Background: an optimization exercise with open tools, aiming at small area, a short achievable clock period and few clock cycles. Do not read the settings as production practice. In this exercise RTL edits were held to simulation tests only and were not proved equivalent to the original. No activity file was given, so power comes from the tool's default toggle rates.

**flow/run.sh**
```bash
#!/bin/bash
# synth_recipe.tcl (not shown) runs the flow's synth.tcl, then flattens the netlist and writes it again
# the make line also repeats each setting of config.mk as NAME=value (left out here)
make -C /OpenROAD-flow-scripts/flow DESIGN_CONFIG=/design/flow/config.mk WORK_HOME=/design/flow/orfs CLKGATE_MAP_FILE= SYNTH_SCRIPT=/design/flow/synth_recipe.tcl finish
```
**flow/config.mk**
```make
export PLATFORM = sky130hd
export DESIGN_NAME = skeleton_ram_bist
export DESIGN_NICKNAME = skeleton_ram_bist
export VERILOG_FILES = /design/flow/design.v
export SDC_FILE = /design/flow/constraint.sdc
export NUM_CORES = 4
export LEC_CHECK = 0
export CAP_MARGIN = 20
export CORE_MARGIN = 2
export CORE_UTILIZATION = 55
export CTS_CLUSTER_DIAMETER = 60
export CTS_CLUSTER_SIZE = 30
export PLACE_DENSITY = 0.7
export SETUP_SLACK_MARGIN = 2.4
export SLEW_MARGIN = 20
export SYNTH_HIERARCHICAL = 1
```
**flow/constraint.sdc**
```tcl
create_clock -name core_clock -period 5.0 [get_ports {CLK_SYS}]
set_input_delay 1.0000 -clock core_clock [delete_from_list [all_inputs] [get_ports {CLK_SYS}]]
set_output_delay 1.0000 -clock core_clock [all_outputs]
set_load 0.01 [all_outputs]
```
**flow/design.v**
```verilog
package ram_skeleton_pkg;
  localparam logic [3:0] HEAD_TYPE_ID = 4'd5;
  localparam int         MAX_BANKS    = 4;
  localparam int         BANK_W       = 2;
  function automatic logic [11:0] bist_pattern(input logic [11:0] seed,
                                               input logic [6:0]  index,
                                               input logic        pass);
    logic [11:0] p;
    p = seed ^ {5'd0, index};
    bist_pattern = pass ? ~p : p;
  endfunction
endpackage
module ram_aoi222 (input logic a0, s0, a1, s1, a2, s2, output logic y);
  assign y = !((a0 && s0) || (a1 && s1) || (a2 && s2));
endmodule
module ram_aoi22 (input logic a0, s0, a1, s1, output logic y);
  assign y = !((a0 && s0) || (a1 && s1));
endmodule
module ram_a22o (input logic a0, b0, a1, b1, output logic y);
  assign y = (a0 && b0) || (a1 && b1);
endmodule
module ram_nand4 (input logic a, b, c, d, output logic y);
  assign y = !(a && b && c && d);
endmodule
module ram_nand3 (input logic a, b, c, output logic y);
  assign y = !(a && b && c);
endmodule
module ram_nor4 (input logic a, b, c, d, output logic y);
  assign y = !(a || b || c || d);
endmodule
module ram_nor3 (input logic a, b, c, output logic y);
  assign y = !(a || b || c);
endmodule
module ram_nand2 (input logic a, b, output logic y);
  assign y = !(a && b);
endmodule
module ram_a21oi (input logic a0, a1, b, output logic y);
  assign y = !((a0 && a1) || b);
endmodule
module skeleton_ram_bist
#(
  parameter int BITWIDTH_IN   = 12,
  parameter int BITWIDTH_SYS  = 16,
  parameter int BITWIDTH_HEAD = 26,
  parameter int BITWIDTH_ADR  = 6,
  parameter int NUM_BANKS     = 2
) (
  input  logic                     CLK_SYS,
  input  logic                     RSTN,
  input  logic                     EN,
  input  logic                     TRGG_START_CALC,
  input  logic                     MODE,
  input  logic                     RnW,
  input  logic [1:0]               BANK_SEL,
  input  logic [BITWIDTH_ADR-1:0]  ADR,
  input  logic [BITWIDTH_SYS-1:0]  DATA_IN,
  output logic [BITWIDTH_SYS-1:0]  DATA_OUT,
  output logic [BITWIDTH_HEAD-1:0] DATA_HEAD,
  output logic                     RDY,
  output logic                     ERR
);
  localparam int IN    = BITWIDTH_IN;    
  localparam int SYS   = BITWIDTH_SYS;   
  localparam int NW    = 128;            
  localparam int NA    = 64;             
  localparam int CNT_W = 9;              
  logic              rdy_q;       
  logic              busy_q;      
  logic              rd_q;        
  logic              pass_q;
  logic              done_q;      
  logic              fin_q;       
  logic [6:0]        idx_q;
  logic [IN-1:0]     seed_q;
  logic              cmp_q, cmp_pass_q;
  logic [6:0]        cmp_idx_q;
  logic [CNT_W-1:0]  cnt_q;
  logic              err_q;
  logic [1:0][IN-1:0] cand_q;
  logic [3:0]        low_q;
  logic [1:0]        bsel;
  logic [IN-1:0]     out_word;
  logic [IN-1:0]     mem [NW];
  logic              accept, man_wr, man_rd, idx_last;
  logic              we, out_en, mismatch;
  logic [1:0]        we_bank;
  logic [IN-1:0]     mem_din, pattern, exp_word;
  logic [1:0][IN-1:0] word;
  logic [7:0]        lo_m;
  logic [1:0][7:0]   lo_b;       
  logic [7:0]        hi_m, hi_b;
  logic [1:0][NA-1:0] sel;       
  assign accept   = rdy_q && EN && TRGG_START_CALC;
  assign man_wr   = accept && !MODE && RnW;
  assign man_rd   = accept && !MODE && !RnW;
  assign idx_last = &idx_q;
  assign pattern  = ram_skeleton_pkg::bist_pattern(seed_q, idx_q, pass_q);
  assign exp_word = ram_skeleton_pkg::bist_pattern(seed_q, cmp_idx_q, cmp_pass_q);
  assign out_word = cand_q[0] | cand_q[1];
  assign mismatch = cmp_q && (out_word != exp_word);
  for (genvar a = 0; a < 8; a++) begin : g_lo
    assign lo_m[a] = rdy_q && (ADR[2:0] == 3'(a));
  end
  for (genvar b = 0; b < 8; b++) begin : g_hi
    assign hi_m[b] = (ADR[5:3] == 3'(b));
  end
  assign we         = busy_q ? (!rd_q && !done_q && !fin_q) : (EN && TRGG_START_CALC && !MODE && RnW);
  assign we_bank[0] = we && (busy_q ? !idx_q[6] : (BANK_SEL == 2'd0));
  assign we_bank[1] = we && (busy_q ?  idx_q[6] : (BANK_SEL == 2'd1));
  assign mem_din    = busy_q ? pattern : DATA_IN[SYS-1 -: IN];
  for (genvar k = 0; k < 2; k++) begin : g_sel_bank
    for (genvar j = 0; j < NA; j++) begin : g_sel
      ram_a22o u_sel (.a0(lo_m[j % 8]), .b0(hi_m[j / 8]), .a1(lo_b[k][j % 8]), .b1(hi_b[j / 8]),
                      .y(sel[k][j]));
    end
  end
  for (genvar i = 0; i < NW; i++) begin : g_word
    always_ff @(posedge CLK_SYS) begin
      if (we_bank[i / NA] && sel[i / NA][i % NA]) mem[i] <= mem_din;
    end
  end
  assign bsel[0] = busy_q ? (fin_q || !idx_q[6]) : (BANK_SEL == 2'd0);
  assign bsel[1] = busy_q ? (!fin_q && idx_q[6]) : (BANK_SEL == 2'd1);
  for (genvar k = 0; k < 2; k++) begin : g_bank
    for (genvar b = 0; b < IN; b++) begin : g_bit
      logic [21:0] aoi_n;
      logic [5:0]  q;
      logic [1:0]  r_n;
      for (genvar g = 0; g < 21; g++) begin : g_grp
        localparam int W = NA * k + 3 * g;
        ram_aoi222 u_aoi (.a0(mem[W][b]), .s0(sel[k][3*g]), .a1(mem[W+1][b]), .s1(sel[k][3*g+1]),
                          .a2(mem[W+2][b]), .s2(sel[k][3*g+2]), .y(aoi_n[g]));
      end
      if (k == 0 && b < CNT_W - 4) begin : g_last_cnt
        ram_aoi22 u_aoi (.a0(mem[NA-1][b]), .s0(sel[0][NA-1]), .a1(cnt_q[b+4]), .s1(fin_q),
                         .y(aoi_n[21]));
      end else begin : g_last
        ram_nand2 u_aoi (.a(mem[NA*k+NA-1][b]), .b(sel[k][NA-1]), .y(aoi_n[21]));
      end
      for (genvar m = 0; m < 5; m++) begin : g_q
        ram_nand4 u_nand (.a(aoi_n[4*m]), .b(aoi_n[4*m+1]), .c(aoi_n[4*m+2]), .d(aoi_n[4*m+3]), .y(q[m]));
      end
      ram_nand2 u_nand_l (.a(aoi_n[20]), .b(aoi_n[21]), .y(q[5]));
      ram_nor3  u_nor0 (.a(q[0]), .b(q[1]), .c(q[2]), .y(r_n[0]));
      ram_nor3  u_nor1 (.a(q[3]), .b(q[4]), .c(q[5]), .y(r_n[1]));
      ram_a21oi u_out  (.a0(r_n[0]), .a1(r_n[1]), .b(!bsel[k]), .y(word[k][b]));
    end
  end
  assign out_en = man_rd || (busy_q && rd_q && !done_q) || fin_q || (!rdy_q && !busy_q);
  always_ff @(posedge CLK_SYS) begin
    if (out_en) begin
      cand_q[0] <= word[0];
      cand_q[1] <= word[1];
      low_q     <= fin_q ? cnt_q[3:0] : 4'b0000;
    end
  end
  always_ff @(posedge CLK_SYS or negedge RSTN) begin
    if (!RSTN) begin
      rdy_q  <= 1'b0;
      busy_q <= 1'b0;
      fin_q  <= 1'b0;
      err_q  <= 1'b0;
    end else begin
      busy_q <= busy_d;
      fin_q  <= fin_d;
      rdy_q  <= !busy_d;
      if (!busy_q) begin
        if (accept && MODE) err_q <= 1'b0;
      end else if (mismatch) begin
        err_q <= 1'b1;
      end
    end
  end
  logic       busy_d, rd_d, pass_d, done_d, fin_d;
  logic [6:0] idx_d;
  always_comb begin
    busy_d = busy_q;
    fin_d  = fin_q;
    rd_d   = rd_q;
    pass_d = pass_q;
    done_d = done_q;
    idx_d  = idx_q;
    if (!busy_q) begin
      busy_d = accept && MODE;
      fin_d  = 1'b0;
      rd_d   = 1'b0;
      pass_d = 1'b0;
      done_d = 1'b0;
      idx_d  = '0;
    end else if (fin_q) begin
      busy_d = 1'b0;
      fin_d  = 1'b0;
    end else if (done_q) begin
      done_d = 1'b0;
      fin_d  = 1'b1;
    end else begin
      idx_d = idx_q + 7'd1;
      if (idx_last) begin
        rd_d = !rd_q;
        if (rd_q) begin
          pass_d = 1'b1;
          if (pass_q) done_d = 1'b1;
        end
      end
    end
  end
  always_ff @(posedge CLK_SYS) begin
    rd_q   <= rd_d;
    pass_q <= pass_d;
    done_q <= done_d;
    idx_q  <= idx_d;
    if (!busy_q) begin
      cnt_q  <= '0;
      seed_q <= DATA_IN[SYS-1 -: IN];
    end else if (mismatch) begin
      cnt_q <= cnt_q + CNT_W'(1);
    end
    cmp_q      <= busy_q && rd_q && !done_q && !fin_q;
    cmp_idx_q  <= idx_q;
    cmp_pass_q <= pass_q;
  end
  for (genvar k = 0; k < 2; k++) begin : g_lo_b_bank
    for (genvar a = 0; a < 8; a++) begin : g_lo_b
      always_ff @(posedge CLK_SYS or negedge RSTN) begin
        if (!RSTN) lo_b[k][a] <= 1'b0;
        else       lo_b[k][a] <= busy_d && !fin_d && (idx_d[6] == 1'(k)) && (idx_d[2:0] == 3'(a));
      end
    end
  end
  for (genvar b = 0; b < 8; b++) begin : g_hi_b
    always_ff @(posedge CLK_SYS) hi_b[b] <= (idx_d[5:3] == 3'(b));
  end
  assign DATA_OUT  = {out_word, low_q};
  assign RDY       = rdy_q;
  assign ERR       = err_q;
  assign DATA_HEAD = BITWIDTH_HEAD'({ram_skeleton_pkg::HEAD_TYPE_ID, 6'(BITWIDTH_ADR), 2'(NUM_BANKS - 1),
                                     4'd0, 5'(BITWIDTH_IN), 5'(BITWIDTH_IN)});
endmodule
```
==> flow_results.org, run 1 <==
** Outcome
- The run finished with no timing, DRC or antenna violations.

** Die
- Measured along the y axis, the die boundary spans 331.9 um.
- Starting utilization of the core area :: 0.5531
- From left edge to right edge, the die measures 331.9 um.
- Number of cell rows :: 120
- The floorplan step defined a die boundary enclosing 110,100 sq um.
- During I/O placement, the number of pins put on the boundary was 74.
- After floorplanning, the core was sized to cover 106,900 sq um.

** Power
- Overall power consumption :: 32.68 mW
- For this design the ratio of total power to cell area is 477.7 nW/um^2.
- Of the total power, the clock network draws 0.266.
- Summed over all nets, the switching power comes to 9.963 mW.
- Worst VDD drop :: 417.0 uV
- Summed over all cells, the static leakage comes to 21.93 nW.
- Sequential group share of total power :: 0.546
- Internal Pwr Total :: 22.72 mW
- Of the total power, the share spent switching nets is 0.3048.
- The share of total power dissipated in combinational logic is 0.188.

** CTS
- Clock-pin slew was measured on the worst setup and hold paths at 0.10 ns.
- Worst-skew pair later-pin latency :: 0.73 ns
- CTS saw 1,632 sinks.
- The tree is rooted in a sky130_fd_sc_hd__clkbuf_16.
- The clock passes through at most 3 buffers.
- CTS H-tree depth :: 3
- Buffers inserted during clock tree synthesis total 90.
- Cts-stage hold buffer count :: 0
- TritonCTS clock tree :: built

** STA
- Subtracting the final worst setup slack from the clock period gives 3.104 ns.
- Skew final :: 0.04565 ns
- The number of endpoints with negative hold slack in the final report is 0.
- Fmax :: 322.1 MHz
- Setup slack on the critical path of the routed design comes to 1.896 ns.
- Max_slew headroom :: 0.1431
- Setup repair after global routing could not meet its margin everywhere.
- Setup TNS :: 0 ns
- For the pin with the worst max-slew slack, the measured transition is 1.284 ns.
- The max-slew violation total from the final report came to 0.
- Final hold slack :: 0.4420 ns
- Setup violations remaining at the end of the flow were counted as 0.
- Of the available clock period, the critical path in the final layout requires 0.6209.

** Min path
- In this run the worst hold path is classified as register to register.

** Finish
- The area growth from synthesis to layout is 15.71%.
- Of the cells placed in the final design, the portion with a size suffix greater than 1 is 0.2382.
- At the end of the flow, the number of nets in the layout was 3,337.
- After filler insertion, the fill cell instance count of the layout stands at 6,879.

** Drt
- Vias after detailed routing :: 34,610
- Count of antenna-violating nets left after detailed routing :: 0
- The first detailed-routing pass took 14 iterations.
- Average vias per placed instance :: 7.231
- Final routed wire length divided by cell count :: 33.88 um
- In the routed design, unresolved DRC markers number 0.
- Total detailed-routing wirelength :: 162.2 mm
- In this run, the number of DRC markers left after iteration 0 of detailed routing was 7,279.

** GRT
- The first global-routing pass estimated 220.7 mm of wire.
- For this run the aggregate overflow at the end of global routing stands at 0.
- The initial antenna violation count is 9.
- Aggregate global-route resource usage :: 0.2756
- The via count of the first global-routing pass came to 32,090.
- Pin count of the biggest net entering global routing :: 129

** Critical path
- Required time reported for the critical path endpoint :: 5.46 ns
- The worst setup path is launched from a register.
- Arrival time at the worst endpoint :: 3.57 ns
- Critical path capture point type :: register
- The worst setup path is of the register to register kind.
- Peak fanout along the critical path :: 7

** Yosys
- Multiplexer area fraction after synthesis :: 0.003047
- Post-synthesis instance total :: 2,943
- The synthesized design contains 1,576 enable-type register cells.
- The compound-gate portion of the synthesized area is 0.1110.
- Of the post-synthesis cell area, the dominant cell type holds 0.8004.
- Sorting the synthesized cells by how often they occur yields sky130_fd_sc_hd__edfxtp_1, sky130_fd_sc_hd__a222oi_1, sky130_fd_sc_hd__and2_1.
- Summed instance area of the synthesized netlist :: 59,130 sq um
- Of the total synthesized cell area, the portion taken by full adders, half adders and majority gates is 0.0006349.
- Of the synthesized area, sequential elements account for 0.8211.
- Most common flop cell mapped by yosys :: sky130_fd_sc_hd__edfxtp_1
- Synthesized-area fraction occupied by xor and xnor cells :: 0.007830
- The number of different library cells used by synthesis comes to 49.
- Counting flops and latches in the post-synthesis netlist gives 1,632.
- Post-synthesis simple-gate area fraction :: 0.04998
- Ranked by total cell area, the synthesized netlist is headed by sky130_fd_sc_hd__edfxtp_1, sky130_fd_sc_hd__a222oi_1, sky130_fd_sc_hd__a22o_1, sky130_fd_sc_hd__and2_1, sky130_fd_sc_hd__nand4_1.
- Main combinational cell family by area after synthesis :: compound AO/OA/AOI/OAI gates
- Count of synthesis-stage warnings from yosys :: 9
- After synthesis, the share of flip-flops with an asynchronous set or reset is 0.01225.
- Cell type contributing the most total cell area after synthesis :: sky130_fd_sc_hd__edfxtp_1
- sky130_fd_sc_hd__edfxtp_1 is the most common cell in the netlist.
- Each instance of the synthesized netlist takes up on average 20.09 sq um.

** Run
- Max-cap violations in this run came to 0.

** Placement
- Pre-CTS setup slack :: 0.5700 ns
- The count of buffers added on input and output ports is 43.
- Once detailed placement completed, the half-perimeter wirelength came to 90.26 mm.
- At the end of routability-driven placement, the weighted congestion stood at 0.9082.
stage by stage:
stage | cells | utilization | cell area [sq um]
detailed placement | 4406 | 0.5781 | 61800
global placement | 4406 | 0.5781 | 61800
global route | 4784 | 0.6399 | 68410
floorplan | 2967 | - | 59510
CTS | 4663 | 0.6272 | 67050
finish | 4787 | 0.6400 | 68410
placed cells by master, fill, tap and decap left out, types with 6 or more instances in the layout:
master                            count
sky130_fd_sc_hd__a21oi_2             25
sky130_fd_sc_hd__nand2b_1            11
sky130_fd_sc_hd__nor2_4              21
sky130_fd_sc_hd__mux2i_1              9
sky130_fd_sc_hd__buf_4              110
sky130_fd_sc_hd__a222oi_1           504
sky130_fd_sc_hd__buf_2                8
sky130_fd_sc_hd__edfxtp_1          1576
sky130_fd_sc_hd__clkbuf_16           96
sky130_fd_sc_hd__and2_2              31
sky130_fd_sc_hd__inv_6               12
sky130_fd_sc_hd__nand3_1              6
sky130_fd_sc_hd__a22o_1              31
sky130_fd_sc_hd__clkdlybuf4s50_1     19
sky130_fd_sc_hd__nor3_1              12
sky130_fd_sc_hd__nor3_2              22
sky130_fd_sc_hd__xor2_1              10
sky130_fd_sc_hd__buf_12              30
sky130_fd_sc_hd__nor2_1              37
sky130_fd_sc_hd__nor3_4              31
sky130_fd_sc_hd__mux2_4               6
sky130_fd_sc_hd__dlygate4sd2_1        6
sky130_fd_sc_hd__inv_8                7
sky130_fd_sc_hd__inv_16               7
sky130_fd_sc_hd__nand2_1             68
sky130_fd_sc_hd__inv_1               14
sky130_fd_sc_hd__a22o_2              63
sky130_fd_sc_hd__inv_12              17
sky130_fd_sc_hd__nand4_1            127
sky130_fd_sc_hd__xnor2_1             41
sky130_fd_sc_hd__conb_1              26
sky130_fd_sc_hd__buf_6               23
sky130_fd_sc_hd__dfxtp_1             32
sky130_fd_sc_hd__dfrtp_1             17
sky130_fd_sc_hd__and2_4             155
sky130_fd_sc_hd__clkinv_8            17
sky130_fd_sc_hd__a22o_4              52
sky130_fd_sc_hd__or2_4                8
repair_timing:
action	CTS	global route
setup buffers	66	49
gates resized for setup	502	96
setup endpoints to repair	2254	1352
pin swaps	182	127
gates cloned	24	70
sequential cells by signal (all words and copies together), names as in the netlist, 4 cells and up:
register,cells
cand_q,24
cmp_idx_q,7
cnt_q,9
hi_b,8
idx_q,7
lo_b,16
low_q,4
mem,1536
seed_q,12
kinds of logic (layout without fill, tap and decap cells):
group	after synthesis	count (layout)
xor gates and xnor gates	52	52
other	2	31
buffers and inverters	65	393
muxes	17	17
AOI/OAI and AO/OA	678	696
DFF	1632	1632
adders and majority gates	3	3
and+or+nand+nor	494	560
path summary, 6_finish.rpt:
path                           from      endpoint  slack [ns]  cells past startpoint
hold reg to reg            idx_q[1]  cmp_idx_q[1]        0.44                      0
min in group asynchronous      RSTN         err_q        0.83                      1
max in group asynchronous      RSTN         rdy_q        3.44                      1
setup reg to reg              rdy_q    cand_q[17]        1.90                      8
hold / removal             idx_q[1]  cmp_idx_q[1]        0.44                      0
setup / recovery              rdy_q    cand_q[17]        1.90                      8
cell type report:
cell class	count	area, sq um	share of cell area
clock buffer	92	2260	0.03303
clock inverter	75	1050	0.01534
timing repair buffer	210	2281	0.03334
multi-input combinational	1354	12430	0.1818
antenna	5	12.51	0.0001829
sequential	1632	48560	0.7098
inverter	16	60.06	0.0008779
tap	1403	1755	0.02566
Yosys stat by module (local to each module, per instance):
module	cells	flip-flops and latches
ram_a21oi	1	0
ram_a22o	1	0
ram_aoi22	1	0
ram_aoi222	1	0
ram_nand2	1	0
ram_nand4	1	0
ram_nor3	1	0
skeleton_ram_bist	2071	1632
critical path, stage by stage, from the launching register on:
cell and delay, ns:
sky130_fd_sc_hd__dfrtp_4 0.59, sky130_fd_sc_hd__nand2b_4 0.19, sky130_fd_sc_hd__nor2_4 0.11, sky130_fd_sc_hd__buf_12 0.16, sky130_fd_sc_hd__a22o_4 0.27, sky130_fd_sc_hd__a222oi_1 0.53, sky130_fd_sc_hd__nand4_1 0.47, sky130_fd_sc_hd__nor3_4 0.41
sky130_fd_sc_hd__a21oi_2 0.12
power by group through the flow:
stage / clock (mW) / combinational, mW / sequential, mW
2_1_floorplan: 0 / 2.46 / 17.9
3_3_place_gp: 0 / 4.69 / 18.1
3_5_place_dp: 0 / 4.94 / 18.1
4_1_cts: 8.75 / 5.40 / 17.8
5_1_grt: 9.26 / 6.36 / 17.9
6_report: 8.69 / 6.14 / 17.9
per-layer routing:
layer	share of wire	track usage	up-vias
met1	0.35	0.3730	17480
li1	-	-	14080
met3	0.13	0.06206	355
met5	0.00036	0	-
met2	0.47	0.4419	2688
met4	0.040	0.1043	10
Testbench counts, summed over its fixed seeds: cycles 3,200.
==> run 2, diff against run 1 <==
--- a/flow/design.v
+++ b/flow/design.v
@@ -38,2 +38,8 @@
   assign y = !((a0 && a1) || b);
+endmodule
+module ram_or8 (input logic [7:0] m, input logic [7:0] s, output logic y);
+  assign y = |(m & s);
+endmodule
+module ram_or8c (input logic [7:0] m, input logic [7:0] s, input logic c, f, output logic y);
+  assign y = (|(m & s)) || (c && f);
 endmodule
@@ -88,6 +94,5 @@
   logic [1:0][IN-1:0] word;
-  logic [7:0]        lo_m;
-  logic [1:0][7:0]   lo_b;       
+  logic [7:0]        lo_m, lo_b;
   logic [7:0]        hi_m, hi_b;
-  logic [1:0][NA-1:0] sel;       
+  logic [NA-1:0]     sel;
   assign accept   = rdy_q && EN && TRGG_START_CALC;
@@ -110,7 +115,4 @@
   assign mem_din    = busy_q ? pattern : DATA_IN[SYS-1 -: IN];
-  for (genvar k = 0; k < 2; k++) begin : g_sel_bank
-    for (genvar j = 0; j < NA; j++) begin : g_sel
-      ram_a22o u_sel (.a0(lo_m[j % 8]), .b0(hi_m[j / 8]), .a1(lo_b[k][j % 8]), .b1(hi_b[j / 8]),
-                      .y(sel[k][j]));
-    end
+  for (genvar j = 0; j < NA; j++) begin : g_sel
+    ram_a22o u_sel (.a0(lo_m[j % 8]), .b0(hi_m[j / 8]), .a1(lo_b[j % 8]), .b1(hi_b[j / 8]), .y(sel[j]));
   end
@@ -118,3 +120,3 @@
     always_ff @(posedge CLK_SYS) begin
-      if (we_bank[i / NA] && sel[i / NA][i % NA]) mem[i] <= mem_din;
+      if (we_bank[i / NA] && sel[i % NA]) mem[i] <= mem_din;
     end
@@ -125,22 +127,22 @@
     for (genvar b = 0; b < IN; b++) begin : g_bit
-      logic [21:0] aoi_n;
-      logic [5:0]  q;
-      logic [1:0]  r_n;
-      for (genvar g = 0; g < 21; g++) begin : g_grp
-        localparam int W = NA * k + 3 * g;
-        ram_aoi222 u_aoi (.a0(mem[W][b]), .s0(sel[k][3*g]), .a1(mem[W+1][b]), .s1(sel[k][3*g+1]),
-                          .a2(mem[W+2][b]), .s2(sel[k][3*g+2]), .y(aoi_n[g]));
+      logic [7:0] q;
+      logic [1:0] r_n;
+      for (genvar g = 0; g < 7; g++) begin : g_grp
+        localparam int W = NA * k + 8 * g;
+        ram_or8 u_or (.m({mem[W+7][b], mem[W+6][b], mem[W+5][b], mem[W+4][b],
+                          mem[W+3][b], mem[W+2][b], mem[W+1][b], mem[W][b]}),
+                      .s(sel[8*g +: 8]), .y(q[g]));
       end
       if (k == 0 && b < CNT_W - 4) begin : g_last_cnt
-        ram_aoi22 u_aoi (.a0(mem[NA-1][b]), .s0(sel[0][NA-1]), .a1(cnt_q[b+4]), .s1(fin_q),
-                         .y(aoi_n[21]));
+        ram_or8c u_or (.m({mem[63][b], mem[62][b], mem[61][b], mem[60][b],
+                           mem[59][b], mem[58][b], mem[57][b], mem[56][b]}),
+                       .s(sel[56 +: 8]), .c(cnt_q[b+4]), .f(fin_q), .y(q[7]));
       end else begin : g_last
-        ram_nand2 u_aoi (.a(mem[NA*k+NA-1][b]), .b(sel[k][NA-1]), .y(aoi_n[21]));
-      end
-      for (genvar m = 0; m < 5; m++) begin : g_q
-        ram_nand4 u_nand (.a(aoi_n[4*m]), .b(aoi_n[4*m+1]), .c(aoi_n[4*m+2]), .d(aoi_n[4*m+3]), .y(q[m]));
-      end
-      ram_nand2 u_nand_l (.a(aoi_n[20]), .b(aoi_n[21]), .y(q[5]));
-      ram_nor3  u_nor0 (.a(q[0]), .b(q[1]), .c(q[2]), .y(r_n[0]));
-      ram_nor3  u_nor1 (.a(q[3]), .b(q[4]), .c(q[5]), .y(r_n[1]));
+        localparam int W = NA * k + 56;
+        ram_or8 u_or (.m({mem[W+7][b], mem[W+6][b], mem[W+5][b], mem[W+4][b],
+                          mem[W+3][b], mem[W+2][b], mem[W+1][b], mem[W][b]}),
+                      .s(sel[56 +: 8]), .y(q[7]));
+      end
+      ram_nor4  u_nor0 (.a(q[0]), .b(q[1]), .c(q[2]), .d(q[3]), .y(r_n[0]));
+      ram_nor4  u_nor1 (.a(q[4]), .b(q[5]), .c(q[6]), .d(q[7]), .y(r_n[1]));
       ram_a21oi u_out  (.a0(r_n[0]), .a1(r_n[1]), .b(!bsel[k]), .y(word[k][b]));
@@ -221,8 +223,6 @@
   end
-  for (genvar k = 0; k < 2; k++) begin : g_lo_b_bank
-    for (genvar a = 0; a < 8; a++) begin : g_lo_b
-      always_ff @(posedge CLK_SYS or negedge RSTN) begin
-        if (!RSTN) lo_b[k][a] <= 1'b0;
-        else       lo_b[k][a] <= busy_d && !fin_d && (idx_d[6] == 1'(k)) && (idx_d[2:0] == 3'(a));
-      end
+  for (genvar a = 0; a < 8; a++) begin : g_lo_b
+    always_ff @(posedge CLK_SYS or negedge RSTN) begin
+      if (!RSTN) lo_b[a] <= 1'b0;
+      else       lo_b[a] <= busy_d && !fin_d && (idx_d[2:0] == 3'(a));
     end
==> flow_results.org, run 2 <==
** Critical path
- In this run the worst path has a maximum fanout of 7.
- The worst register-to-register path has a setup slack of 2.10 ns.
- Depth of the worst register-to-register path :: 9
- The most critical setup path has its startpoint at rdy_q.
- In this run the critical register-to-register path is launched from rdy_q.
- Arrival time at the worst endpoint :: 3.33 ns
- The endpoint identified for the worst register-to-register timing path is cand_q[12].
- Critical path capture point type :: register
- Required time reported for the critical path endpoint :: 5.43 ns
- STA classifies the critical path startpoint as a register.
- WS Path Type :: register to register

** Yosys
- The most common cell in the synthesized netlist is sky130_fd_sc_hd__edfxtp_1.
- Summed instance area of the synthesized netlist :: 59,380 sq um
- The share of the Yosys chip area taken by registers is 0.8142.
- After synthesis the netlist holds a flip-flop and latch count of 1,624.
- Leading post-synthesis cells by instance count :: sky130_fd_sc_hd__edfxtp_1, sky130_fd_sc_hd__a22oi_1, sky130_fd_sc_hd__nand4_1
- Most common flop cell mapped by yosys :: sky130_fd_sc_hd__edfxtp_1
- Ranked by total cell area, the synthesized netlist is headed by sky130_fd_sc_hd__edfxtp_1, sky130_fd_sc_hd__a22oi_1, sky130_fd_sc_hd__nand4_1, sky130_fd_sc_hd__and2_1, sky130_fd_sc_hd__dfxtp_1.
- The synthesized design spends more area on one cell type than any other, namely sky130_fd_sc_hd__edfxtp_1.
- Of the post-synthesis cell area, the dominant cell type holds 0.7970.
- Yosys mapped a number of flops with a built-in enable equal to 1,576.
- Each instance of the synthesized netlist takes up on average 18.87 sq um.
- During synthesis, Yosys emitted a total of 8 warnings.
- The cell count after synthesis came out at 3,146.
- After synthesis, the netlist uses 44 different library cells.
- Fraction of synthesis flops using an asynchronous set or reset pin :: 0.007389

** Die
- In this run the count of I/O pins placed on the die edge is 74.
- The core region is 107,100 sq um.
- The floorplan step defined a die boundary enclosing 110,600 sq um.
- The die is 332.6 um tall.
- The initial utilization of the core area, before any placement, comes to 0.5547.
- In this run the horizontal extent of the chip is 332.6 um.
- The initialized floorplan defines 120 standard-cell rows.

** Finish
- Layout filler cell count :: 6,650
- The register with the most flip-flops in the layout has 1,536 of them.
- Largest registers :: mem x1536, cand_q x24, seed_q x12
- Net count reported at finish :: 3,618
- Relative to the synthesized area, the layout overhead comes to 19.04%.
- The multi-input combinational cells in the finished layout cover a total of 14,640 sq um.
- Area of all sequential standard cells :: 48,380 sq um
- Leaving out fill and tap cells, the most frequent cells in the layout are sky130_fd_sc_hd__edfxtp_1, sky130_fd_sc_hd__a22oi_1, sky130_fd_sc_hd__nand4_1, sky130_fd_sc_hd__buf_4, sky130_fd_sc_hd__a22o_4.
- Commonest non-fill, non-tap cell in the layout :: sky130_fd_sc_hd__edfxtp_1
- Ratio of cells with drive above 1 in the final layout :: 0.2593
- Register bank with the most flops :: mem

** Drt
- Total detailed-routing wirelength :: 187.4 mm
- Final routed wire length divided by cell count :: 36.99 um
- Drt pass-1 iters :: 6
- Vias after detailed routing :: 37,280
- Initial detailed-routing violation count :: 6,460
- The count of nets left with antenna violations once routing finished came out at 0.
- Final routed DRC violation total :: 0
- After detailed routing, the number of vias per cell comes to 7.359.

** STA
- Max_slew headroom :: 0.3076
- Once routing completed, OpenROAD measured the worst setup slack at 2.096 ns.
- Transition at the pin with the smallest max-transition slack :: 1.039 ns
- Between clock sinks in the finished design, the worst skew comes to 0.04350 ns.
- Setup repair after global routing could not meet its margin everywhere.
- The max-slew violation total from the final report was 0.
- Finish-stage setup viols :: 0
- For the final routed database, the setup TNS stands at 0 ns.
- Subtracting the final worst setup slack from the clock period gives 2.904 ns.
- In the finished design, the share of the clock period the worst path needs comes to 0.5808.
- Final count of hold timing violations :: 0
- Fmax :: 344.3 MHz

** GRT
- Via count of the first global-routing pass :: 34,490
- The first global-routing pass estimated 256.5 mm of wire.
- Aggregate global-route resource usage :: 0.3277
- Entering global routing, the biggest net connects 98 pins.
- Global routing finished with a remaining overflow of 0.
- The initial antenna violation count was 8.

** CTS
- Number of clock sinks seen by CTS :: 1,624
- Worst-skew pair later-pin latency :: 0.72 ns
- Clock Tree Root :: sky130_fd_sc_hd__clkbuf_16
- TritonCTS created 87 clock buffers.
- TritonCTS built the clock tree.
- After clock tree synthesis, the clock-pin slew on the worst setup and hold paths is 0.11 ns.
- No sink is reached through more buffers than the 3 on the longest clock path.
- CTS H-tree depth :: 3

** Run
- The tool flagged a number of max-cap violations equal to 0.

** Placement
- Total of buffers placed on input and output ports :: 43
- At the end of routability-driven placement, the weighted congestion stood at 0.9136.
- Detailed placement ended at an HPWL of 90.97 mm.
- OpenSTA, run right after detailed placement, puts the worst setup slack at 0.5328 ns.

** Min path
- Depth of the worst hold-timing path :: 0
- The worst hold path belongs to the class register to register.
- The startpoint identified for the worst hold timing path is idx_q[5].
- The path with the worst hold slack has its endpoint at cmp_idx_q[5].

** Power
- Summed over all cells, the static leakage comes to 22.41 nW.
- In this run the power density over the cells is 467.9 nW/um^2.
- Across the VDD grid, the largest voltage drop is 286.5 uV.

** Outcome
- Outcome :: finished clean
-- run 2: cell count changes after synthesis, sizes merged, moves of 47 or more --
cell and delta:
a222oi -498, a22o -59, a22oi +746, nand2 -50, nand4 +68, nor3 -54, nor4 +47
-- run 2: how the worst max path moves through the flow --
stage / end / slack [ns] / cells past startpoint
after floorplan: mem[62][0] / 2.28 / 4
after global placement: cand_q[18] / 0.58 / 8
after detailed placement: cand_q[18] / 0.53 / 8
after CTS: cand_q[14] / 2.19 / 10
after global routing: cand_q[8] / 2.12 / 10
final: cand_q[12] / 2.10 / 9
-- run 2: layer usage --
metal | global-route usage | wire length, um | part of all wire
met1 | 0.4455 | 63930 | 0.34
met2 | 0.4899 | 82450 | 0.44
met3 | 0.08979 | 28500 | 0.15
met4 | 0.1679 | 12500 | 0.067
met5 | 0 | 27 | 0.00014
-- run 2: cell families after synthesis --
group	count (synthesis)	share of synthesized area
AND/OR/NAND/NOR	513	0.05635
buffers and inverters	56	0.005331
XOR/XNOR	43	0.006343
AO/OA/AOI/OAI	888	0.1140
adder cells (fa/ha/maj)	3	0.0006322
multiplexers	17	0.003013
flip-flops	1624	0.8142
other	2	0.0001265
-- run 2: layout make-up --
cell class,instances,area share
Clock buffer,92,0.03137
Inverter,7,0.0004071
Tap cell,1403,0.02484
Timing Repair Buffer,244,0.03811
Clock inverter,68,0.01338
Sequential cell,1624,0.6845
Antenna cell,7,0.0002478
Multi-Input combinational cell,1621,0.2071
-- run 2: what timing repair did --
action | 4_1_cts | 5_1_grt
gates cloned | 106 | 33
endpoints found under the setup margin | 2069 | 951
gates resized for setup | 611 | 69
pin swaps | 216 | 94
hold buffers | 0 | 0
setup buffers | 100 | 33
-- run 2: power breakdown --
group	leakage, nW	switching (mW)	internal [mW]
registers	14.6	0.626	17.4
logic	6.28	4.81	1.68
clock network	1.52	4.88	3.70
-- run 2: Yosys stat by module (local to each module, per instance) --
module             cells inside  times used  cell area [sq um]  flops+latches
ram_a21oi                     1          24              8.758              0
ram_a22o                      1          64              8.758              0
ram_nor4                      1          48              12.51              0
ram_or8                       5         187              36.28              0
ram_or8c                      5           5              46.29              0
skeleton_ram_bist          2050           1              50990           1624
-- run 2: per-stage QoR --
stage | hold WS (ns) | utilization | power [mW] | instances | instance area (sq um)
2_1_floorplan | 0.3290 | - | 20.64 | 3170 | 59850
3_5_place_dp | 0.4148 | 0.5817 | 23.27 | 4627 | 62270
4_1_cts | 0.4270 | 0.6530 | 32.58 | 4993 | 69900
6_report | 0.4335 | 0.6603 | 33.07 | 5066 | 70680
3_3_place_gp | 0.4129 | 0.5812 | 22.97 | 4625 | 62220
5_1_grt | 0.4430 | 0.6601 | 33.68 | 5061 | 70670
-- run 2: worst max-delay path, stage by stage (launching register included) --
cell and delay (ns):
sky130_fd_sc_hd__dfrtp_2 0.46, sky130_fd_sc_hd__nand2b_4 0.11, sky130_fd_sc_hd__buf_4 0.13, sky130_fd_sc_hd__buf_12 0.12, sky130_fd_sc_hd__nor2_4 0.09, sky130_fd_sc_hd__a22o_4 0.35
sky130_fd_sc_hd__a22oi_1 0.19, sky130_fd_sc_hd__nand4_1 0.44, sky130_fd_sc_hd__nor4_4 0.59, sky130_fd_sc_hd__a21oi_2 0.10
Testbench counts of run 2, summed over its fixed seeds: cycles 3,200.
==> run 3, diff against run 2 <==
--- a/flow/config.mk
+++ b/flow/config.mk
@@ -13,3 +13,3 @@
 export PLACE_DENSITY = 0.7
-export SETUP_SLACK_MARGIN = 2.4
+export SETUP_SLACK_MARGIN = 2.0
 export SLEW_MARGIN = 20
==> flow_results.org, run 3 <==
** CTS
- CTS H-tree depth :: 3
- Clock buffer count from CTS :: 92
- CTS max path bufs :: 3
- Worst-skew pair later-pin latency :: 0.69 ns
- Clock-pin slew reported for the worst setup and hold paths after clock tree synthesis :: 0.10 ns
- CTS placed an instance of sky130_fd_sc_hd__clkbuf_16 at the clock tree root.
- TritonCTS built the clock tree.
- Cts-stage hold buffer count :: 0
- Number of clock sinks seen by CTS :: 1,624

** Yosys
- Synthesis inferred 1,624 register bits.
- By count the netlist is led by sky130_fd_sc_hd__edfxtp_1, sky130_fd_sc_hd__a22oi_1, sky130_fd_sc_hd__nand4_1.
- Of all cell types, the one taking the most synthesized area is sky130_fd_sc_hd__edfxtp_1.
- For this run, the register share of the synthesized area comes to 0.8142.
- Summed instance area of the synthesized netlist :: 59,380 sq um
- In this run, synthesis inferred 1,576 flip-flops with an integrated enable.
- Among all cell types in the netlist, the one instantiated most often is sky130_fd_sc_hd__edfxtp_1.
- Average footprint of a synthesized cell :: 18.87 sq um
- In the synthesized netlist the async set-or-reset flop fraction comes to 0.007389.
- During synthesis, Yosys emitted a total of 8 warnings.
- By area the synthesized netlist is led by sky130_fd_sc_hd__edfxtp_1, sky130_fd_sc_hd__a22oi_1, sky130_fd_sc_hd__nand4_1, sky130_fd_sc_hd__and2_1, sky130_fd_sc_hd__dfxtp_1.
- Of the post-synthesis cell area, the dominant cell type holds 0.7970.
- The cell count after synthesis came out at 3,146.
- The netlist uses 44 different library cells.
- In the synthesized netlist the dominant register cell turns out to be sky130_fd_sc_hd__edfxtp_1.

** STA
- Subtracting the final worst setup slack from the clock period gives 3.037 ns.
- In this run the tightest slew margin relative to its limit is 0.3171.
- Final cycle utilization of the critical path :: 0.6074
- Fmax :: 329.3 MHz
- Setup repair after global routing could not meet its margin everywhere.
- Transition at the pin with the smallest max-transition slack :: 1.024 ns
- Skew final :: 0.02457 ns
- Final count of hold timing violations :: 0
- Setup TNS :: 0 ns
- Setup violations remaining at the end of the flow were counted as 0.
- The max-slew violation total from the final report was 0.

** Drt
- After the first detailed-routing iteration, the DRC count stood at 4,754.
- After detailed routing, the total wire length is 149.5 mm.
- Final routed DRC violation total :: 0
- Drt pass-1 iters :: 5
- In the final routed layout, each cell accounts on average for 30.54 um.
- Average vias per placed instance :: 6.738
- Detailed routing inserted a total of 32,990 vias.
- Count of antenna-violating nets left after detailed routing :: 0

** Power
- The worst-case IR drop observed on VDD is 369.2 uV.
- Leakage :: 20.70 nW
- Ratio of total power to cell area :: 483.3 nW/um^2

** Die
- The floorplan has 120 rows.
- Core ar. :: 107,100 sq um
- Die area :: 110,600 sq um
- Vertical extent of the die :: 332.6 um
- The floorplan step set the die width to 332.6 um.
- Starting utilization of the core area :: 0.5547
- Pin placement for this block handled 74 I/O pins.

** Finish
- In the final layout, the registers with the most flip-flops are mem x1536, cand_q x24, seed_q x12.
- Most used cells in the layout excluding fill and tap cells :: sky130_fd_sc_hd__edfxtp_1, sky130_fd_sc_hd__a22oi_1, sky130_fd_sc_hd__nand4_1, sky130_fd_sc_hd__buf_4, sky130_fd_sc_hd__clkbuf_16
- Non-Filler Instances :: 4,896
- Footprint of the multi-input gates :: 11,620 sq um
- Register bank with the most flops :: mem
- Ratio of cells with drive above 1 in the final layout :: 0.1610
- The register with the most flip-flops in the layout has 1,536 of them.
- Leaving out fill and tap cells, the most frequent cell in the layout is sky130_fd_sc_hd__edfxtp_1.
- Layout filler cell count :: 7,184
- Area of all sequential standard cells :: 48,350 sq um
- Relative area change from synthesis to final layout :: 12.62%
- Net count reported at finish :: 3,448

** GRT
- For this run, the total global-route usage over all layers was measured as 0.2669.
- Pin count of the biggest net entering global routing :: 103
- First-pass GRT wire length :: 215.6 mm
- Overflow left after global routing :: 0
- Antenna violations before repair :: 5
- The via count of the first global-routing pass is 31,750.

** Critical path
- Required time reported for the critical path endpoint :: 5.43 ns
- The worst register-to-register path begins at rdy_q.
- The worst register-to-register path has a depth of 8.
- The setup path with the least slack is of type input port to register.
- In this run the worst path has a maximum fanout of 13.
- Terminus of the critical flop-to-flop path :: cand_q[13]
- Among all stages on the critical path, the largest delay is contributed by sky130_fd_sc_hd__nor4_4.
- Category of the worst setup path launch point :: input port
- Critical path cell sequence :: buf_2 -> nand2b_4 -> nor3_1 -> bufbuf_16 -> a22o_4 -> a22oi_1 -> nand4_1 -> nor4_4 -> a21oi_2
- Arrival time at the worst endpoint :: 3.46 ns
- For flop-to-flop paths, the worst setup slack is 1.98 ns.
- STA classifies the critical path endpoint as a register.
- Delay of the slowest cell on the worst path :: 0.63 ns

** Placement
- Routability-driven placement finished with a final weighted congestion of 0.8402.
- Summed over all nets, the half-perimeter wirelength after detailed placement is 91.67 mm.
- Placed insts :: 4,707
- The count of buffers added on input and output ports is 43.

** Min path
- WHS Endpoint :: cmp_idx_q[5]
- Depth of the worst hold-timing path :: 0
- HP Class :: register to register
- The worst hold path begins at idx_q[5].

** Outcome
- Outcome :: finished clean

** Run
- Max-cap viol count :: 0
-- run 3: area by class of cell --
cell class / count / area share
repair buffers: 194 / 0.02492
clock inverters: 73 / 0.01615
multi-input cells: 1496 / 0.1738
flip-flops and latches: 1624 / 0.7230
diodes: 2 / 0.00007484
inverters: 7 / 0.0003929
clock buffers: 97 / 0.03534
well taps: 1403 / 0.02625
-- run 3: repair_timing --
action | in CTS | in global routing
gates cloned | 4 | 2
buffers inserted | 4 | 4
pin swaps | 31 | 6
endpoints found under the setup margin | 1631 | 973
gates resized for setup | 180 | 43
-- run 3: modules after synthesis, one instance, submodules excluded --
module	flops+latches	cell area, sq um	times used	cells inside
ram_or8c	0	46.29	5	5
ram_a21oi	0	8.758	24	1
skeleton_ram_bist	1624	50990	1	2050
ram_or8	0	36.28	187	5
ram_a22o	0	8.758	64	1
ram_nor4	0	12.51	48	1
-- run 3: critical path, delay by kind of cell --
family          cells  cell delay, ns
compound gates      3            0.64
simple gates        4            1.28
buf+inv             2            0.51
-- run 3: worst max path at each step --
stage,startpoint,to,slack [ns],depth (start not counted)
2_1_floorplan,busy_q,mem[0][10],2.02,6
3_3_place_gp,ADR[0],cand_q[22],0.71,9
3_5_place_dp,ADR[0],cand_q[7],0.59,9
4_1_cts,pass_q,mem[100][5],2.00,4
5_1_grt,TRGG_START_CALC,mem[103][1],1.96,7
6_report,ADR[0],cand_q[13],1.96,9
-- run 3: metrics by stage --
step           hold WS (ns)  setup slack [ns]  area, sq um  total power, mW    util
4_1_cts              0.4412             2.000        66620            32.19  0.6223
3_3_place_gp         0.4407            0.7097        62550            22.95  0.5842
2_1_floorplan        0.3290             2.016        59550            20.58       -
3_5_place_dp         0.4333            0.5919        62550            23.24  0.5842
5_1_grt              0.4565             1.961        66870            33.17  0.6246
6_report             0.4597             1.963        66870            32.32  0.6247
-- run 3: routing by layer --
metal  share of wire  global-route usage
met1            0.39              0.3866
met2            0.47              0.4128
met3            0.11             0.05043
met4           0.033             0.08907
met5         0.00027                   0
-- run 3: logic make-up after synthesis --
family,Yosys count,share of synthesized area
adders and majority gates,3,0.0006322
buffers and inverters,56,0.005331
other,2,0.0001265
xor gates and xnor gates,43,0.006343
DFF,1624,0.8142
and+or+nand+nor,513,0.05635
AOI/OAI and AO/OA,888,0.1140
muxes,17,0.003013
-- run 3: power breakdown --
| part | internal [mW] | switching, mW |
|---|---|---|
| logic | 1.27 | 4.27 |
| clock network | 4.27 | 4.74 |
| registers | 17.4 | 0.383 |
==> run 4, diff against run 3 <==
--- a/flow/config.mk
+++ b/flow/config.mk
@@ -13,3 +13,3 @@
 export PLACE_DENSITY = 0.7
-export SETUP_SLACK_MARGIN = 2.0
+export SETUP_SLACK_MARGIN = 2.2
 export SLEW_MARGIN = 20
==> flow_results.org, run 4 <==
** Drt
- Dividing the detail-routed via count by the number of cells gives 6.839.
- Detailed routing inserted a total of 33,720 vias.
- After detailed routing, the average wire length per cell comes to 32.01 um.
- Total detailed-routing wirelength :: 157.8 mm
- After detailed routing, the number of remaining DRC violations is 0.
- Count of antenna-violating nets left after detailed routing :: 0
- Drt pass-1 iters :: 7
- After the first detailed-routing iteration, the DRC count stood at 5,568.

** Finish
- Largest registers :: mem x1536, cand_q x24, seed_q x12
- Most used cells in the layout excluding fill and tap cells :: sky130_fd_sc_hd__edfxtp_1, sky130_fd_sc_hd__a22oi_1, sky130_fd_sc_hd__nand4_1, sky130_fd_sc_hd__buf_4, sky130_fd_sc_hd__clkbuf_16
- Layout filler cell count :: 7,101
- Relative area change from synthesis to final layout :: 14.06%
- Commonest non-fill, non-tap cell in the layout :: sky130_fd_sc_hd__edfxtp_1
- The register with the most flip-flops in the final layout is mem.
- Net count reported at finish :: 3,495
- Number of flip-flops under the largest register name :: 1,536
- Ratio of cells with drive above 1 in the final layout :: 0.1827
- Final core utilization :: 0.6326
- Footprint of the multi-input gates :: 12,210 sq um
- Area of all sequential standard cells :: 48,350 sq um

** STA
- Max_slew headroom :: 0.2505
- The worst path in the final design needs a cycle of 2.871 ns, including I/O delays and setup.
- The max-slew violation total from the final report was 0.
- Setup violations remaining at the end of the flow were counted as 0.
- The clock arrives with 0.03153 ns of skew.
- The number of endpoints with negative hold slack in the final report was 0.
- RSZ-0062 raised after global routing :: yes
- Transition at the pin with the smallest max-transition slack :: 1.124 ns
- Setup TNS :: 0 ns
- Fmax :: 348.3 MHz
- Of the available clock period, the critical path in the final layout requires 0.5742.

** GRT
- First-pass GRT wire length :: 220.3 mm
- Summed over all layers, the global routing overflow is 0.
- Aggregate global-route resource usage :: 0.2745
- The initial antenna violation count is 4.
- The via count of the first global-routing pass came to 31,590.
- Entering global routing, the biggest net connects 129 pins.

** Yosys
- Number of different library cells in the post-synthesis netlist :: 44
- Of the post-synthesis cell area, the dominant cell type holds 0.7970.
- The synthesized design contains 1,576 enable-type register cells.
- Synthesis produced 3,146 cells.
- The share of the Yosys chip area taken by registers is 0.8142.
- Yosys attributes the largest share of cell area to sky130_fd_sc_hd__edfxtp_1, sky130_fd_sc_hd__a22oi_1, sky130_fd_sc_hd__nand4_1, sky130_fd_sc_hd__and2_1, sky130_fd_sc_hd__dfxtp_1.
- Cell type contributing the most total cell area after synthesis :: sky130_fd_sc_hd__edfxtp_1
- The synthesized design contains 1,624 register bits.
- The most used flip-flop cell after synthesis is sky130_fd_sc_hd__edfxtp_1.
- Fraction of synthesis flops using an asynchronous set or reset pin :: 0.007389
- Count of synthesis-stage warnings from yosys :: 8
- By count the netlist is led by sky130_fd_sc_hd__edfxtp_1, sky130_fd_sc_hd__a22oi_1, sky130_fd_sc_hd__nand4_1.
- In the post-synthesis netlist, the cell with the most instances is sky130_fd_sc_hd__edfxtp_1.
- Average footprint of a synthesized cell :: 18.87 sq um
- Summed instance area of the synthesized netlist :: 59,380 sq um

** Die
- Core ar. :: 107,100 sq um
- The initial utilization of the core area, before any placement, comes to 0.5547.
- Die area :: 110,600 sq um
- Overall die width :: 332.6 um
- The initialized floorplan defines 120 standard-cell rows.
- In this run the count of I/O pins placed on the die edge is 74.
- Vertical extent of the die :: 332.6 um

** CTS
- After clock tree synthesis, the clock-pin slew on the worst setup and hold paths is 0.10 ns.
- Clock Tree Root :: sky130_fd_sc_hd__clkbuf_16
- Clock latency on the worst-skew pair, taken at its later pin, is 0.69 ns.
- TritonCTS built the clock tree.
- Number of clock sinks seen by CTS :: 1,624
- In this run the number of H-tree levels came out at 3.
- CTS max path bufs :: 3
- Buffers inserted during clock tree synthesis total 80.
- After clock tree synthesis, the flow added hold-fix buffers numbering 0.

** Critical path
- Peak fanout along the critical path :: 26
- STA puts the critical path data arrival time at 3.28 ns.
- Data on the critical path is required at its endpoint by 5.41 ns.
- The worst setup path is captured at a register.
- The worst setup path is launched from an input port.
- The worst setup path is of the input port to register kind.

** Power
- Switching power as a share of total power :: 0.2994
- Ratio of total power to cell area :: 471.4 nW/um^2
- The share of total power dissipated in combinational logic is 0.197.
- VDD sags by at most 425.1 uV.
- The internal power of the cells totals 22.37 mW.
- Of the total power, the clock network draws 0.248.
- In this run the static leakage power is 21.05 nW.
- Switching component of the power :: 9.560 mW
- Of the total power, registers draw 0.554.

** Outcome
- Outcome :: finished clean

** Placement
- Total of buffers placed on input and output ports :: 43
- HPWL reported at the end of detailed placement :: 92.41 mm
- Placer congestion estimate :: 0.8971

** Run
- The tool flagged a number of max-cap violations equal to 0.

** Min path
- HP Class :: register to register
run 4: cell counts after synthesis:
Identical to the previous run, type by type.
run 4: critical path, stage by stage:
cell,delay (ns)
sky130_fd_sc_hd__buf_4,0.18
sky130_fd_sc_hd__and3b_4,0.28
sky130_fd_sc_hd__a22o_1,0.24
sky130_fd_sc_hd__buf_6,0.19
sky130_fd_sc_hd__a22oi_1,0.22
sky130_fd_sc_hd__nand4_1,0.38
sky130_fd_sc_hd__nor4_4,0.66
sky130_fd_sc_hd__a21oi_2,0.09
run 4: layer usage:
metal  vias to the layer above  GRT usage  share of wire
li1                      14070          -              -
met2                      2119     0.4179           0.46
met5                         -          0        0.00015
met3                       260    0.05929           0.13
met4                         4    0.08491          0.036
met1                     17260     0.4014           0.38
run 4: through the flow:
step / area (sq um) / total power [mW] / worst slack (ns) / hold WS [ns] / cells
final: 67720 / 31.93 / 2.129 / 0.4236 / 4930
after detailed placement: 62840 / 23.46 / 0.5950 / 0.4109 / 4721
after floorplan: 59580 / 20.59 / 2.028 / 0.3290 / 3170
after CTS: 66740 / 31.60 / 2.190 / 0.4251 / 4900
after global routing: 67720 / 32.71 / 2.112 / 0.4338 / 4928
after global placement: 62800 / 23.14 / 0.6812 / 0.4099 / 4719
run 4: logic make-up (layout without fill, tap and decap cells):
logic type / Yosys count / in the layout / share of synthesized area
AOI/OAI and AO/OA: 888 / 900 / 0.1140
xor gates and xnor gates: 43 / 43 / 0.006343
adders and majority gates: 3 / 3 / 0.0006322
buffers and inverters: 56 / 398 / 0.005331
DFF: 1624 / 1624 / 0.8142
muxes: 17 / 17 / 0.003013
other: 2 / 28 / 0.0001265
and+or+nand+nor: 513 / 514 / 0.05635
run 4: power groups by stage:
stage,Clock [mW],Sequential (mW),Combinational (mW)
2_1_floorplan,0,17.9,2.67
3_3_place_gp,0,17.9,5.22
3_5_place_dp,0,17.9,5.51
4_1_cts,7.96,17.7,5.97
5_1_grt,8.42,17.7,6.55
6_report,7.92,17.7,6.30
run 4: final cells by class:
type / instances / area share
multi-input cells: 1503 / 0.1802
clock inverters: 53 / 0.009496
inverters: 7 / 0.0003880
diodes: 2 / 0.00007390
well taps: 1403 / 0.02592
clock buffers: 92 / 0.03194
repair buffers: 246 / 0.03798
flip-flops and latches: 1624 / 0.7140
run 4: path summary, 6_finish.rpt:
path	start	to	slack, ns	depth (start not counted)
worst min register to register	idx_q[4]	cmp_idx_q[4]	0.42	0
max in group asynchronous	RSTN	busy_q	3.81	1
worst max-delay path	ADR[4]	cand_q[15]	2.13	8
worst min-delay path	idx_q[4]	cmp_idx_q[4]	0.42	0
worst max register to register	rdy_q	cand_q[15]	2.15	8
min in group asynchronous	RSTN	err_q	0.72	1
run 4: timing repair:
| action | CTS | global route |
|---|---|---|
| pin swaps | 60 | 66 |
| hold endpoints to repair | 0 | 0 |
| endpoints found under the setup margin | 1753 | 1107 |
| resized for setup | 241 | 130 |
| gates cloned | 11 | 9 |
| setup buffers | 23 | 19 |
run 4: per-module statistics from Yosys (local to each module, per instance):
| module | cells inside | copies in the design | cell area (sq um) |
|---|---|---|---|
| ram_nor4 | 1 | 48 | 12.51 |
| ram_or8 | 5 | 187 | 36.28 |
| ram_or8c | 5 | 5 | 46.29 |
| ram_a22o | 1 | 64 | 8.758 |
| ram_a21oi | 1 | 24 | 8.758 |
| skeleton_ram_bist | 2050 | 1 | 50990 |
==> run 5, diff against run 4 <==
--- a/flow/design.v
+++ b/flow/design.v
@@ -44,2 +44,5 @@
   assign y = (|(m & s)) || (c && f);
+endmodule
+module ram_nor2 (input logic a, b, output logic y);
+  assign y = !(a || b);
 endmodule
@@ -71,2 +74,3 @@
   localparam int NA    = 64;             
+  localparam int NQ    = 32;             
   localparam int CNT_W = 9;              
@@ -84,5 +88,5 @@
   logic              err_q;
-  logic [1:0][IN-1:0] cand_q;
+  logic [3:0][IN-1:0] cand_q;
   logic [3:0]        low_q;
-  logic [1:0]        bsel;
+  logic [3:0]        qsel;
   logic [IN-1:0]     out_word;
@@ -91,8 +95,10 @@
   logic              we, out_en, mismatch;
-  logic [1:0]        we_bank;
+  logic [3:0]        we_q;
   logic [IN-1:0]     mem_din, pattern, exp_word;
-  logic [1:0][IN-1:0] word;
-  logic [7:0]        lo_m, lo_b;
-  logic [7:0]        hi_m, hi_b;
-  logic [NA-1:0]     sel;
+  logic [3:0][IN-1:0] word;
+  logic [7:0]        lo_m;
+  logic [1:0][7:0]   lo_b;       
+  logic [3:0]        hi_m;
+  logic [1:0][3:0]   hi_b;       
+  logic [3:0][NQ-1:0] sel;       
   assign accept   = rdy_q && EN && TRGG_START_CALC;
@@ -103,3 +109,3 @@
   assign exp_word = ram_skeleton_pkg::bist_pattern(seed_q, cmp_idx_q, cmp_pass_q);
-  assign out_word = cand_q[0] | cand_q[1];
+  assign out_word = cand_q[0] | cand_q[1] | cand_q[2] | cand_q[3];
   assign mismatch = cmp_q && (out_word != exp_word);
@@ -108,11 +114,15 @@
   end
-  for (genvar b = 0; b < 8; b++) begin : g_hi
-    assign hi_m[b] = (ADR[5:3] == 3'(b));
+  for (genvar b = 0; b < 4; b++) begin : g_hi
+    assign hi_m[b] = (ADR[4:3] == 2'(b));
   end
   assign we         = busy_q ? (!rd_q && !done_q && !fin_q) : (EN && TRGG_START_CALC && !MODE && RnW);
-  assign we_bank[0] = we && (busy_q ? !idx_q[6] : (BANK_SEL == 2'd0));
-  assign we_bank[1] = we && (busy_q ?  idx_q[6] : (BANK_SEL == 2'd1));
+  for (genvar h = 0; h < 4; h++) begin : g_we_q
+    assign we_q[h] = we && (busy_q ? (idx_q[6:5] == 2'(h)) : ({BANK_SEL, ADR[5]} == 3'(h)));
+  end
   assign mem_din    = busy_q ? pattern : DATA_IN[SYS-1 -: IN];
-  for (genvar j = 0; j < NA; j++) begin : g_sel
-    ram_a22o u_sel (.a0(lo_m[j % 8]), .b0(hi_m[j / 8]), .a1(lo_b[j % 8]), .b1(hi_b[j / 8]), .y(sel[j]));
+  for (genvar h = 0; h < 4; h++) begin : g_sel_q
+    for (genvar j = 0; j < NQ; j++) begin : g_sel
+      ram_a22o u_sel (.a0(lo_m[j % 8]), .b0(hi_m[j / 8]), .a1(lo_b[h / 2][j % 8]), .b1(hi_b[h % 2][j / 8]),
+                      .y(sel[h][j]));
+    end
   end
@@ -120,30 +130,31 @@
     always_ff @(posedge CLK_SYS) begin
-      if (we_bank[i / NA] && sel[i % NA]) mem[i] <= mem_din;
-    end
-  end
-  assign bsel[0] = busy_q ? (fin_q || !idx_q[6]) : (BANK_SEL == 2'd0);
-  assign bsel[1] = busy_q ? (!fin_q && idx_q[6]) : (BANK_SEL == 2'd1);
-  for (genvar k = 0; k < 2; k++) begin : g_bank
+      if (we_q[i / NQ] && sel[i / NQ][i % NQ]) mem[i] <= mem_din;
+    end
+  end
+  for (genvar h = 0; h < 4; h++) begin : g_qsel
+    assign qsel[h] = busy_q ? (fin_q ? (h == 0) : (idx_q[6:5] == 2'(h)))
+                            : ({BANK_SEL, ADR[5]} == 3'(h));
+  end
+  for (genvar h = 0; h < 4; h++) begin : g_quarter
     for (genvar b = 0; b < IN; b++) begin : g_bit
-      logic [7:0] q;
-      logic [1:0] r_n;
-      for (genvar g = 0; g < 7; g++) begin : g_grp
-        localparam int W = NA * k + 8 * g;
+      logic [3:0] q;
+      logic       r_n;
+      for (genvar g = 0; g < 3; g++) begin : g_grp
+        localparam int W = NQ * h + 8 * g;
         ram_or8 u_or (.m({mem[W+7][b], mem[W+6][b], mem[W+5][b], mem[W+4][b],
                           mem[W+3][b], mem[W+2][b], mem[W+1][b], mem[W][b]}),
-                      .s(sel[8*g +: 8]), .y(q[g]));
-      end
-      if (k == 0 && b < CNT_W - 4) begin : g_last_cnt
-        ram_or8c u_or (.m({mem[63][b], mem[62][b], mem[61][b], mem[60][b],
-                           mem[59][b], mem[58][b], mem[57][b], mem[56][b]}),
-                       .s(sel[56 +: 8]), .c(cnt_q[b+4]), .f(fin_q), .y(q[7]));
+                      .s(sel[h][8*g +: 8]), .y(q[g]));
+      end
+      if (h == 0 && b < CNT_W - 4) begin : g_last_cnt
+        ram_or8c u_or (.m({mem[31][b], mem[30][b], mem[29][b], mem[28][b],
+                           mem[27][b], mem[26][b], mem[25][b], mem[24][b]}),
+                       .s(sel[0][24 +: 8]), .c(cnt_q[b+4]), .f(fin_q), .y(q[3]));
       end else begin : g_last
-        localparam int W = NA * k + 56;
+        localparam int W = NQ * h + 24;
         ram_or8 u_or (.m({mem[W+7][b], mem[W+6][b], mem[W+5][b], mem[W+4][b],
                           mem[W+3][b], mem[W+2][b], mem[W+1][b], mem[W][b]}),
-                      .s(sel[56 +: 8]), .y(q[7]));
-      end
-      ram_nor4  u_nor0 (.a(q[0]), .b(q[1]), .c(q[2]), .d(q[3]), .y(r_n[0]));
-      ram_nor4  u_nor1 (.a(q[4]), .b(q[5]), .c(q[6]), .d(q[7]), .y(r_n[1]));
-      ram_a21oi u_out  (.a0(r_n[0]), .a1(r_n[1]), .b(!bsel[k]), .y(word[k][b]));
+                      .s(sel[h][24 +: 8]), .y(q[3]));
+      end
+      ram_nor4 u_nor (.a(q[0]), .b(q[1]), .c(q[2]), .d(q[3]), .y(r_n));
+      ram_nor2 u_out (.a(r_n), .b(!qsel[h]), .y(word[h][b]));
     end
@@ -153,4 +164,3 @@
     if (out_en) begin
-      cand_q[0] <= word[0];
-      cand_q[1] <= word[1];
+      cand_q    <= word;
       low_q     <= fin_q ? cnt_q[3:0] : 4'b0000;
@@ -223,10 +233,14 @@
   end
-  for (genvar a = 0; a < 8; a++) begin : g_lo_b
-    always_ff @(posedge CLK_SYS or negedge RSTN) begin
-      if (!RSTN) lo_b[a] <= 1'b0;
-      else       lo_b[a] <= busy_d && !fin_d && (idx_d[2:0] == 3'(a));
-    end
-  end
-  for (genvar b = 0; b < 8; b++) begin : g_hi_b
-    always_ff @(posedge CLK_SYS) hi_b[b] <= (idx_d[5:3] == 3'(b));
+  for (genvar k = 0; k < 2; k++) begin : g_lo_b_bank
+    for (genvar a = 0; a < 8; a++) begin : g_lo_b
+      always_ff @(posedge CLK_SYS or negedge RSTN) begin
+        if (!RSTN) lo_b[k][a] <= 1'b0;
+        else       lo_b[k][a] <= busy_d && !fin_d && (idx_d[6] == 1'(k)) && (idx_d[2:0] == 3'(a));
+      end
+    end
+  end
+  for (genvar h = 0; h < 2; h++) begin : g_hi_b_half
+    for (genvar b = 0; b < 4; b++) begin : g_hi_b
+      always_ff @(posedge CLK_SYS) hi_b[h][b] <= (idx_d[5] == 1'(h)) && (idx_d[4:3] == 2'(b));
+    end
   end
--- a/flow/config.mk
+++ b/flow/config.mk
@@ -13,3 +13,3 @@
 export PLACE_DENSITY = 0.7
-export SETUP_SLACK_MARGIN = 2.2
+export SETUP_SLACK_MARGIN = 2.4
 export SLEW_MARGIN = 20
==> flow_results.org, run 5 <==
** Outcome
- Outcome :: finished clean

** Yosys
- Ranked by total cell area, the synthesized netlist is headed by sky130_fd_sc_hd__edfxtp_1, sky130_fd_sc_hd__a22oi_1, sky130_fd_sc_hd__nand4_1, sky130_fd_sc_hd__a22o_1, sky130_fd_sc_hd__and2_1.
- Number of different library cells in the post-synthesis netlist :: 49
- Fraction of synthesized cell area taken by the top area cell type :: 0.7889
- Cell type contributing the most total cell area after synthesis :: sky130_fd_sc_hd__edfxtp_1
- For this run, asynchronously set or reset flops after synthesis account for 0.01208.
- Number of flip-flops and latches in the synthesized netlist :: 1,656
- Average footprint of a synthesized cell :: 18.56 sq um
- Most common flop cell mapped by yosys :: sky130_fd_sc_hd__edfxtp_1
- The synthesized netlist occupies a cell area of 60,900 sq um.
- During synthesis, Yosys emitted a total of 8 warnings.
- Dominant cell by count in the synthesized netlist :: sky130_fd_sc_hd__edfxtp_1
- Leading post-synthesis cells by instance count :: sky130_fd_sc_hd__edfxtp_1, sky130_fd_sc_hd__a22oi_1, sky130_fd_sc_hd__nand4_1

** Drt
- The detail route stage leaves a number of antenna-violating nets equal to 0.
- After detailed routing, the number of remaining DRC violations is 0.
- The first detailed-routing pass took 6 iterations.
- Summed over all layers, the routed wires come to 163.3 mm.

** CTS
- CTS saw 1,656 sinks.
- Clock-pin slew reported for the worst setup and hold paths after clock tree synthesis :: 0.11 ns
- Worst-skew pair later-pin latency :: 0.73 ns
- TritonCTS clock tree :: built

** GRT
- Overflow left after global routing :: 0
- First-pass GRT wire length :: 231.9 mm
- Aggregate global-route resource usage :: 0.2853
- Antenna violations before repair :: 5
- The via count of the first global-routing pass was 33,470.
- In this run the most used layer during global routing was met2.

** Finish
- The number of antenna diodes in the final layout is 0.
- Area of all sequential standard cells :: 49,280 sq um
- Relative area change from synthesis to final layout :: 18.33%
- The register with the most flip-flops in the layout has 1,536 of them.

** STA
- Shortest period the worst path allows :: 2.956 ns
- The max-slew violation total from the final report was 0.
- Between clock sinks in the finished design, the worst skew comes to 0.03786 ns.
- RSZ-0062 raised after global routing :: yes
- Max_slew headroom :: 0.1642
- For the pin with the worst max-slew slack, the measured transition is 1.254 ns.
- The number of endpoints with negative hold slack in the final report was 0.
- Setup violations remaining at the end of the flow were counted as 0.

** Die
- Measured along the y axis, the die boundary spans 336.8 um.
- Overall die width :: 336.8 um
- Starting utilization of the core area :: 0.5526
- The floorplan has 122 rows.
- I/O pins :: 74

** Placement
- After legalization and detailed placement, the total HPWL measured 91.88 mm.

** Min path
- The worst hold path belongs to the class register to register.

** Critical path
- Critical path capture point type :: primary output
- For the worst setup path, the data arrival time is 1.96 ns.

** Power
- Ratio of total power to cell area :: 434.5 nW/um^2
-- run 5: cell count changes after synthesis, sizes merged, moves of 11 or more --
cell,previous run,this run
a21oi,41,15
a22o,69,133
edfxtp,1576,1600
inv,6,20
nor2,49,107
nor4,48,60
or2,11,0
-- run 5: cells by family (layout without fill, tap and decap cells) --
family / after synthesis / in the layout / share of synthesized area
other cells: 2 / 26 / 0.0001233
simple gates: 561 / 575 / 0.05755
fa+ha+maj: 3 / 3 / 0.0006164
compound gates: 931 / 963 / 0.1178
flops: 1656 / 1656 / 0.8090
buf+inv: 71 / 414 / 0.006102
mux: 12 / 12 / 0.002198
xor+xnor: 46 / 46 / 0.006616
-- run 5: layout make-up --
class,instances,area share
Multi-Input combinational cell,1625,0.2047
Clock buffer,107,0.03627
Tap cell,1488,0.02583
Sequential cell,1656,0.6838
Timing Repair Buffer,202,0.02986
Inverter,20,0.001042
Clock inverter,85,0.01844
-- run 5: routing by layer --
layer  share of wire  vias up  wire length [um]
li1                -    14780                 -
met1            0.38    17980             62790
met2            0.46     2172             75820
met3            0.11      350             18670
met4           0.037        6              5990
met5         0.00025        -                41
-- run 5: worst max-delay path, stage by stage (launching register included) --
cell	delay [ns]
sky130_fd_sc_hd__edfxtp_1	0.51
sky130_fd_sc_hd__or4_4	0.57
sky130_fd_sc_hd__buf_6	0.15
-- run 5: report_power, final --
group | switching [mW] | total (mW) | internal [mW] | leakage (nW)
logic | 3.06 | 4.10 | 1.03 | 5.83
clock network | 5.32 | 9.86 | 4.54 | 1.88
registers | 0.481 | 17.4 | 16.9 | 15.0
-- run 5: final timing paths --
path	start	to	slack, ns	cells after the start
setup / recovery	cand_q[33]	DATA_OUT[13]	2.04	2
hold / removal	idx_q[2]	cmp_idx_q[2]	0.49	0
setup reg to reg	rdy_q	cand_q[33]	2.17	12
hold reg to reg	idx_q[2]	cmp_idx_q[2]	0.49	0
max in group asynchronous	RSTN	busy_q	3.49	1
min in group asynchronous	RSTN	lo_b[15]	0.82	1
-- run 5: stage by stage --
stage	hold slack, ns	setup slack [ns]	total power [mW]	util	std cells
floorplan	0.3290	2.271	19.15	-	3306
global placement	0.4561	0.8759	20.89	0.5791	4848
detailed placement	0.4621	0.8114	21.00	0.5791	4848
CTS	0.4777	1.975	31.12	0.6475	5160
global route	0.5041	2.036	32.02	0.6539	5183
finish	0.4869	2.044	31.32	0.6539	5183
-- run 5: what timing repair did --
action                                  4_1_cts  5_1_grt
pin swaps                                   226       91
gates cloned                                 50        4
endpoints found under the setup margin     2221     1280
buffers inserted                             70       18
resized for setup                           691      128
endpoints found under the hold margin         0        0
-- run 5: modules after synthesis, one instance, submodules excluded --
| module | flip-flops and latches | copies in the design | cells inside |
|---|---|---|---|
| ram_a22o | 0 | 128 | 1 |
| ram_nor2 | 0 | 48 | 1 |
| ram_nor4 | 0 | 48 | 1 |
| ram_or8 | 0 | 187 | 5 |
| ram_or8c | 0 | 5 | 5 |
| skeleton_ram_bist | 1656 | 1 | 2098 |
Testbench counts of run 5, summed over its fixed seeds: cycles 3,200.

## re-timing with driven ports
The results above use ideal ports. As a check the final layouts listed here were re-extracted and re-timed, cells and wires unchanged. Step 1 assumes that a clkbuf_16 drives the clock port and a buf_2 every other input. Step 2, shift: input delay + t, output delay - t, t = (earliest + latest rising clock arrival at the registers) / 2. This alone moves slack from input paths to output paths. a / b / c = ideal ports / drivers / drivers and shift; a / b = the first two.
| run | shift t [ns] | setup slack, ns |
|---|---|---|
| run 1 | 0.780 | 1.896 / 1.876 / 1.096 |
| run 2 | 0.772 | 2.096 / 2.094 / 1.322 |
| run 3 | 0.754 | 1.963 / 1.970 / 1.264 |
| run 4 | 0.747 | 2.129 / 2.093 / 1.346 |
| run 5 | 0.790 | 2.044 / 1.969 / 1.437 |
After both steps setup and hold are still met in every run listed.
